Background: an optimization exercise with open tools, aiming at a short achievable clock period and few clock cycles. Do not read the settings as production practice. The RTL was checked by simulation tests, not by an equivalence proof against the original design. Power figures rest on the tool's default switching activity, not on a simulated workload.

==> inputs of exp/pepper <==
## mips_cpu
module mips_cpu #(
   parameter int IMEM_WORDS = 64,
   parameter int DMEM_WORDS = 32
) (
   input  logic                          clk,
   input  logic                          arst_n,
   input  logic                          imem_we,
   input  logic [$clog2(IMEM_WORDS)-1:0] imem_addr,
   input  mips_pkg::word_t               imem_wdata,
   output logic                          wb_en,
   output mips_pkg::reg_addr_t           wb_reg,
   output mips_pkg::word_t               wb_data
);
export LEC_CHECK = 0
export CAP_MARGIN = 40
export CORE_MARGIN = 2
export CORE_UTILIZATION = 35
export PLACE_DENSITY = 0.5
export SLEW_MARGIN = 30
create_clock -name core_clock -period 9.0 [get_ports {clk}]
standard.sh (not shown) runs the stock make flow with config.mk's settings and CLKGATE_MAP_FILE= SYNTH_SCRIPT=/design/flow/synth_recipe.tcl, a recipe that flattens the netlist after the stock synthesis.
==> flow/flow/run.sh <==
#!/bin/bash
# Layout: the standard flow (standard synthesis, floorplan, placement, CTS, routing),
# with two settings of its own:
#  - the port buffers are plain buffers (buf_4) rather than the delay cells buffer_ports
#    picks by default; every input and output port is still buffered;
#  - timing repair aims 5.5 ns below the clock period rather than at most 5.
# standard.sh's full output goes to standard.log; ORFS writes each step's log under orfs/logs.
set -o pipefail
export BUFFER_PORTS_ARGS="-buffer_cell sky130_fd_sc_hd__buf_4"
export SETUP_SLACK_MARGIN=5.5
bash standard.sh > standard.log 2>&1
==> exp/tundra (differences from exp/pepper) <==
--- a/flow/design.v
+++ b/flow/design.v
@@ -160,37 +160,21 @@
             q_tgt[i]    <= 6'(i + 1) + imem[i][5:0];
             q_useful[i] <= w || s || br;
          end
       end
    end
-   logic [63:0]      u0;
    logic [7:0]       g_any;
    logic [7:0][2:0]  g_first;
    logic [7:0][5:0]  g_next;    
    always_comb begin
-      for (int i = 0; i < 64; i++) begin
-         u0[i] = mips_pkg::writes(imem[i]) || mips_pkg::stores(imem[i]) ||
-                 ((imem[i][31:26] == mips_pkg::OP_BEQ ||
-                   (imem[i][31:26] == mips_pkg::OP_BNE && imem[i][25:21] != imem[i][20:16])) &&
-                  imem[i][5:0] != '0);
-      end
-   end
-   always_ff @(posedge clk or negedge arst_n) begin
-      if (!arst_n) begin
-         g_any   <= '0;
-         g_first <= '0;
-      end else begin
-         for (int g = 0; g < 8; g++) begin
-            g_any[g]   <= |u0[8 * g +: 8];
-            g_first[g] <= 3'd0;
-            for (int k = 7; k >= 0; k--) begin
-               if (u0[8 * g + k]) g_first[g] <= 3'(k);
-            end
+      for (int g = 0; g < 8; g++) begin
+         g_any[g]   = |q_useful[8 * g +: 8];
+         g_first[g] = 3'd0;
+         for (int k = 7; k >= 0; k--) begin
+            if (q_useful[8 * g + k]) g_first[g] = 3'(k);
          end
       end
-   end
-   always_comb begin
       for (int g = 0; g < 8; g++) begin
          g_next[g] = 6'(8 * g);
          for (int h = 8; h >= 1; h--) begin
             if (g_any[(g + h) % 8]) g_next[g] = {3'((g + h) % 8), g_first[(g + h) % 8]};
          end
@@ -377,32 +361,20 @@
          first <= 1'b0;
       end
    end
    logic [DW-1:0]       fe;
    logic [7:0][DW-1:0]  fg;
-   logic [15:0]         ny;
-   logic [7:0][15:0]    nyg;
    mips_pkg::oh_t       fpc;
-   mips_pkg::oh_t       fpx;
-   mips_pkg::oh_t       fpy;
-   mips_pkg::oh_t       fpz;
-   function automatic logic [DW-1:0] selbits(input logic c, input logic x, input logic y,
-                                             input logic z);
-      selbits = {{21{!x}}, {21{y}}, {21{!z}}, {16{c}}};
-   endfunction
+   mips_pkg::oh_t       fpx;       
    always_comb begin
       fe = '0;
-      ny = '0;
       for (int g = 0; g < 8; g++) begin
-         fg[g]  = '0;
-         nyg[g] = '0;
+         fg[g] = '0;
          for (int k = 0; k < 8; k++) begin
-            fg[g]  = fg[g] | (ent[8 * g + k] & selbits(fpc[k], fpx[k], fpy[k], fpz[k]));
-            nyg[g] = nyg[g] | (ent[8 * g + k][15:0] & {16{fpy[k]}});
+            fg[g] = fg[g] | (ent[8 * g + k] & {{(DW - 16){!fpx[k]}}, {16{fpc[k]}}});
          end
-         fe = fe | (fg[g] & selbits(fpc[8 + g], fpx[8 + g], fpy[8 + g], fpz[8 + g]));
-         ny = ny | (nyg[g] & {16{fpy[8 + g]}});
+         fe = fe | (fg[g] & {{(DW - 16){!fpx[8 + g]}}, {16{fpc[8 + g]}}});
       end
    end
    logic          take;
    logic [DW-1:0] re;
    logic          lp_valid;
@@ -445,24 +417,18 @@
    assign re   = first ? ent0 : {1'b0, ent0[DW-2:16], mips_pkg::onehot(rd_idx)};
    always_ff @(posedge clk or negedge arst_n) begin
       if (!arst_n) begin
          fpc      <= 16'h0101;
          fpx      <= 16'hfefe;
-         fpy      <= 16'h0101;
-         fpz      <= 16'hfefe;
          fd_valid <= 1'b0;
       end else if (take) begin
          fpc      <= re[15:0];
          fpx      <= ~re[15:0];
-         fpy      <= re[15:0];
-         fpz      <= ~re[15:0];
          fd_valid <= re[DW-1];
       end else begin
          fpc      <= flip ? lp_fall_oh : fe[15:0];
          fpx      <= ~(flip ? lp_fall_oh : fe[15:0]);
-         fpy      <= flip ? lp_fall_oh : ny;
-         fpz      <= ~(flip ? lp_fall_oh : ny);
          fd_valid <= fe[DW-1];
       end
    end
    always_ff @(posedge clk) begin
       if (first) begin
@@ -556,11 +522,10 @@
    output mips_pkg::word_t          de_zb,
    output logic                     de_zchk,
    output logic                     de_late,
    output logic                     de_fzb,
    output logic [5:0]               de_altidx,
-   output logic [5:0]               de_idx,
    output logic                     de_lpok
 );
    mips_pkg::word_t     word;
    logic                valid;
    logic                fs;
@@ -649,11 +614,10 @@
       de_zb     <= bonly ? rdata[1] : imm;
       de_zchk   <= zchk;
       de_late   <= hasbr && (bonly ? (fwd[0] || fwd[1]) : zchk && fwd[0]);
       de_fzb    <= bonly && fwd[1];
       de_altidx <= fd_alt;
-      de_idx    <= fd_idx;
       de_lpok   <= hasbr && zchk && fd_pred && !fd_beq && opcode == mips_pkg::OP_ADDI &&
                    word[15:0] == 16'hffff && word[25:21] == word[20:16];
    end
 endmodule
 `timescale 1ns/1ns
@@ -687,11 +651,10 @@
    input  mips_pkg::word_t          de_zb,
    input  logic                     de_zchk,
    input  logic                     de_late,
    input  logic                     de_fzb,
    input  logic [5:0]               de_altidx,
-   input  logic [5:0]               de_idx,
    input  logic                     de_lpok,
    output logic                     redirect,
    output logic [5:0]               rd_idx,
    output logic                     lp_rec,
    output mips_pkg::oh_t            lp_idx_oh,
@@ -743,16 +706,12 @@
    mips_pkg::word_t       ldm;
    logic [4:0]            lidx;
    logic [4:0]            sidx;
    logic [4:0]            nx_lidx;
    logic [4:0]            nx_sidx;
-   logic [6:0]            alu7;
-   logic                  w_ld;
-   logic                  bad;
    logic [6:0]            nl;
    logic [6:0]            ns;
-   assign bad  = de_valid && !late && (de_fwl || de_fws) && w_ld;
    assign lidx = de_fwl ? nx_lidx : de_lidx;
    assign sidx = de_fws ? nx_sidx : de_sidx;
    mips_memory mips_memory_inst (
       .clk   (clk),
       .arst_n(arst_n),
@@ -766,11 +725,11 @@
                (st_v && st_idx == lidx) ? st_data : ldm;
    always_ff @(posedge clk or negedge arst_n) begin
       if (!arst_n) begin
          st_v <= 1'b0;
       end else begin
-         st_v <= de_valid && !late && !bad && (de_sw || de_fs);
+         st_v <= de_valid && !late && (de_sw || de_fs);
       end
    end
    always_ff @(posedge clk) begin
       st_idx  <= de_fs ? sidx : lidx;
       st_data <= de_fs ? v[3] : bs;
@@ -780,14 +739,12 @@
                                             input logic l, input mips_pkg::word_t ldv);
       pick = (sm & {32{s[0]}}) | (an & {32{s[1]}}) | (orr & {32{s[2]}}) |
              {31'd0, l & s[3]} | (ldv & {32{s[4]}});
    endfunction
    assign wsel   = de_sel & {5{wr}};
-   assign alu7 = (sum[6:0] & {7{de_sel[0]}}) | ((a[6:0] & bx[6:0]) & {7{de_sel[1]}}) |
-                 ((a[6:0] | bx[6:0]) & {7{de_sel[2]}}) | {6'd0, lt & de_sel[3]};
-   assign nl   = alu7 + d_imm7;
-   assign ns   = alu7 + d_simm7;
+   assign nl = result[6:0] + d_imm7;
+   assign ns = result[6:0] + d_simm7;
    always_ff @(posedge clk) begin
       nx_lidx <= nl[6:2];
       nx_sidx <= ns[6:2];
    end
    assign result = pick(de_sel, sum, a & bx, a | bx, lt, ld);
@@ -795,31 +752,29 @@
    assign cmpv = (de_v[0] ^ de_zb) ^ ({de_v[0][30:0] | de_zb[30:0], 1'b0} & {32{de_zchk}});
    assign eq   = !de_cmp || cmpv == '0;
    assign zl    = de_fzb ? w_data : de_zb;
    assign cmpl  = (a ^ zl) ^ ({a[30:0] | zl[30:0], 1'b0} & {32{de_zchk}});
    assign eql   = !de_cmp || cmpl == '0;
-   assign mis_l = de_valid && !late && !bad && de_hasbr && de_late && (eql ^ de_inv);
-   assign redirect = late || bad || (de_valid && de_hasbr && !de_late && (eq ^ de_inv));
-   assign rd_idx  = late ? w_altidx : bad ? de_idx : de_altidx;
-   assign lp_rec        = de_valid && !late && !bad && de_lpok && de_v[0][31:6] == '0;
+   assign mis_l = de_valid && !late && de_hasbr && de_late && (eql ^ de_inv);
+   assign redirect = late || (de_valid && de_hasbr && !de_late && (eq ^ de_inv));
+   assign rd_idx  = late ? w_altidx : de_altidx;
+   assign lp_rec        = de_valid && !late && de_lpok && de_v[0][31:6] == '0;
    assign lp_idx_oh     = de_idx_oh;
    assign lp_fall_oh_in = de_alt_oh;
    assign lp_ok0        = de_v[0][5:1] != '0;
    assign lp_cnt0       = de_v[0][5:0] - 6'd2;
    assign lp_ok1        = de_v[0][5:0] > 6'd2;
    assign lp_cnt1       = de_v[0][5:0] - 6'd3;
-   assign wr = de_valid && !late && !bad && de_w;
+   assign wr = de_valid && !late && de_w;
    always_ff @(posedge clk or negedge arst_n) begin
       if (!arst_n) begin
          w_valid <= 1'b0;
-         w_ld    <= 1'b0;
          late    <= 1'b0;
          w_we    <= '0;
          wb_en   <= 1'b0;
       end else begin
          w_valid <= wr;
-         w_ld    <= wr && de_sel[4];
          late    <= mis_l;
          wb_en   <= wr;
          for (int i = 1; i < 32; i++) begin
             w_we[i] <= wr && de_dest == 5'(i);
          end
@@ -890,11 +845,10 @@
    mips_pkg::word_t       w0;
    logic [5:0]            rd_idx;
    logic                  lp_rec;
    logic [5:0]            fd_idx;
    logic [5:0]            de_altidx;
-   logic [5:0]            de_idx;
    logic                  de_lpok;
    logic                  fd_valid;
    mips_pkg::word_t       fd_word;
    logic                  fd_fs;
    logic                  fd_sfirst;
==> results.txt <==
Between exp/tundra and exp/pepper, the lower register-to-register slack is in exp/tundra (gap 0.03 ns).
In exp/tundra the sequential share of layout area is higher than in exp/pepper, by 0.32 points.
Combinational power: exp/tundra is larger than exp/pepper (about 10%).
Clock power: exp/tundra is smaller than exp/pepper (about 6.6%).
In exp/pepper the clock skew is lower than in exp/tundra, by 0.017 ns.
Of exp/pepper and exp/tundra, exp/pepper has the higher core utilization (gap 0.24 points).
Against exp/pepper, the setup slack of exp/tundra is worse by 0.028 ns.
Between exp/tundra and exp/pepper, the lower synthesized cell count is in exp/tundra (gap about 3.4%, measured against exp/pepper).
Testbench counts of exp/pepper, summed over its fixed seeds: cycles 31,739.
Testbench counts of exp/tundra, summed over its fixed seeds: cycles 31,564.

## re-timing with driven ports
No port has a modelled driver above. Below, the same layouts with a new extraction and two added sets of constraints. Step 1 (the two cells are an assumption about what drives the block):
set clk [get_ports {clk}]
set_driving_cell -lib_cell sky130_fd_sc_hd__clkbuf_16 $clk
set_driving_cell -lib_cell sky130_fd_sc_hd__buf_2 [delete_from_list [all_inputs] $clk]
Step 2 times the ports against the registers' clock, not the clock port: input delays grow and output delays shrink by t, the midpoint of the rising clock arrivals with the driver on. Three values: ideal, step 1, step 2; two values: the first two.
run | t (ns) | setup WS [ns] | worst register clock-pin slew, ns | worst data-port slew with drivers (ns) | pins driven straight from the clock port
exp/pepper | 1.607 | 4.963 / 4.915 / 3.968 | 0.08 / 0.08 | 0.24 | 1
exp/tundra | 1.492 | 4.935 / 4.935 / 4.057 | 0.09 / 0.09 | 0.18 | 1
After both steps every run listed still meets setup and hold. For exp/pepper, which loses most, drivers alone change the setup slack by -0.048 ns; drivers and shift together by -0.995 ns.
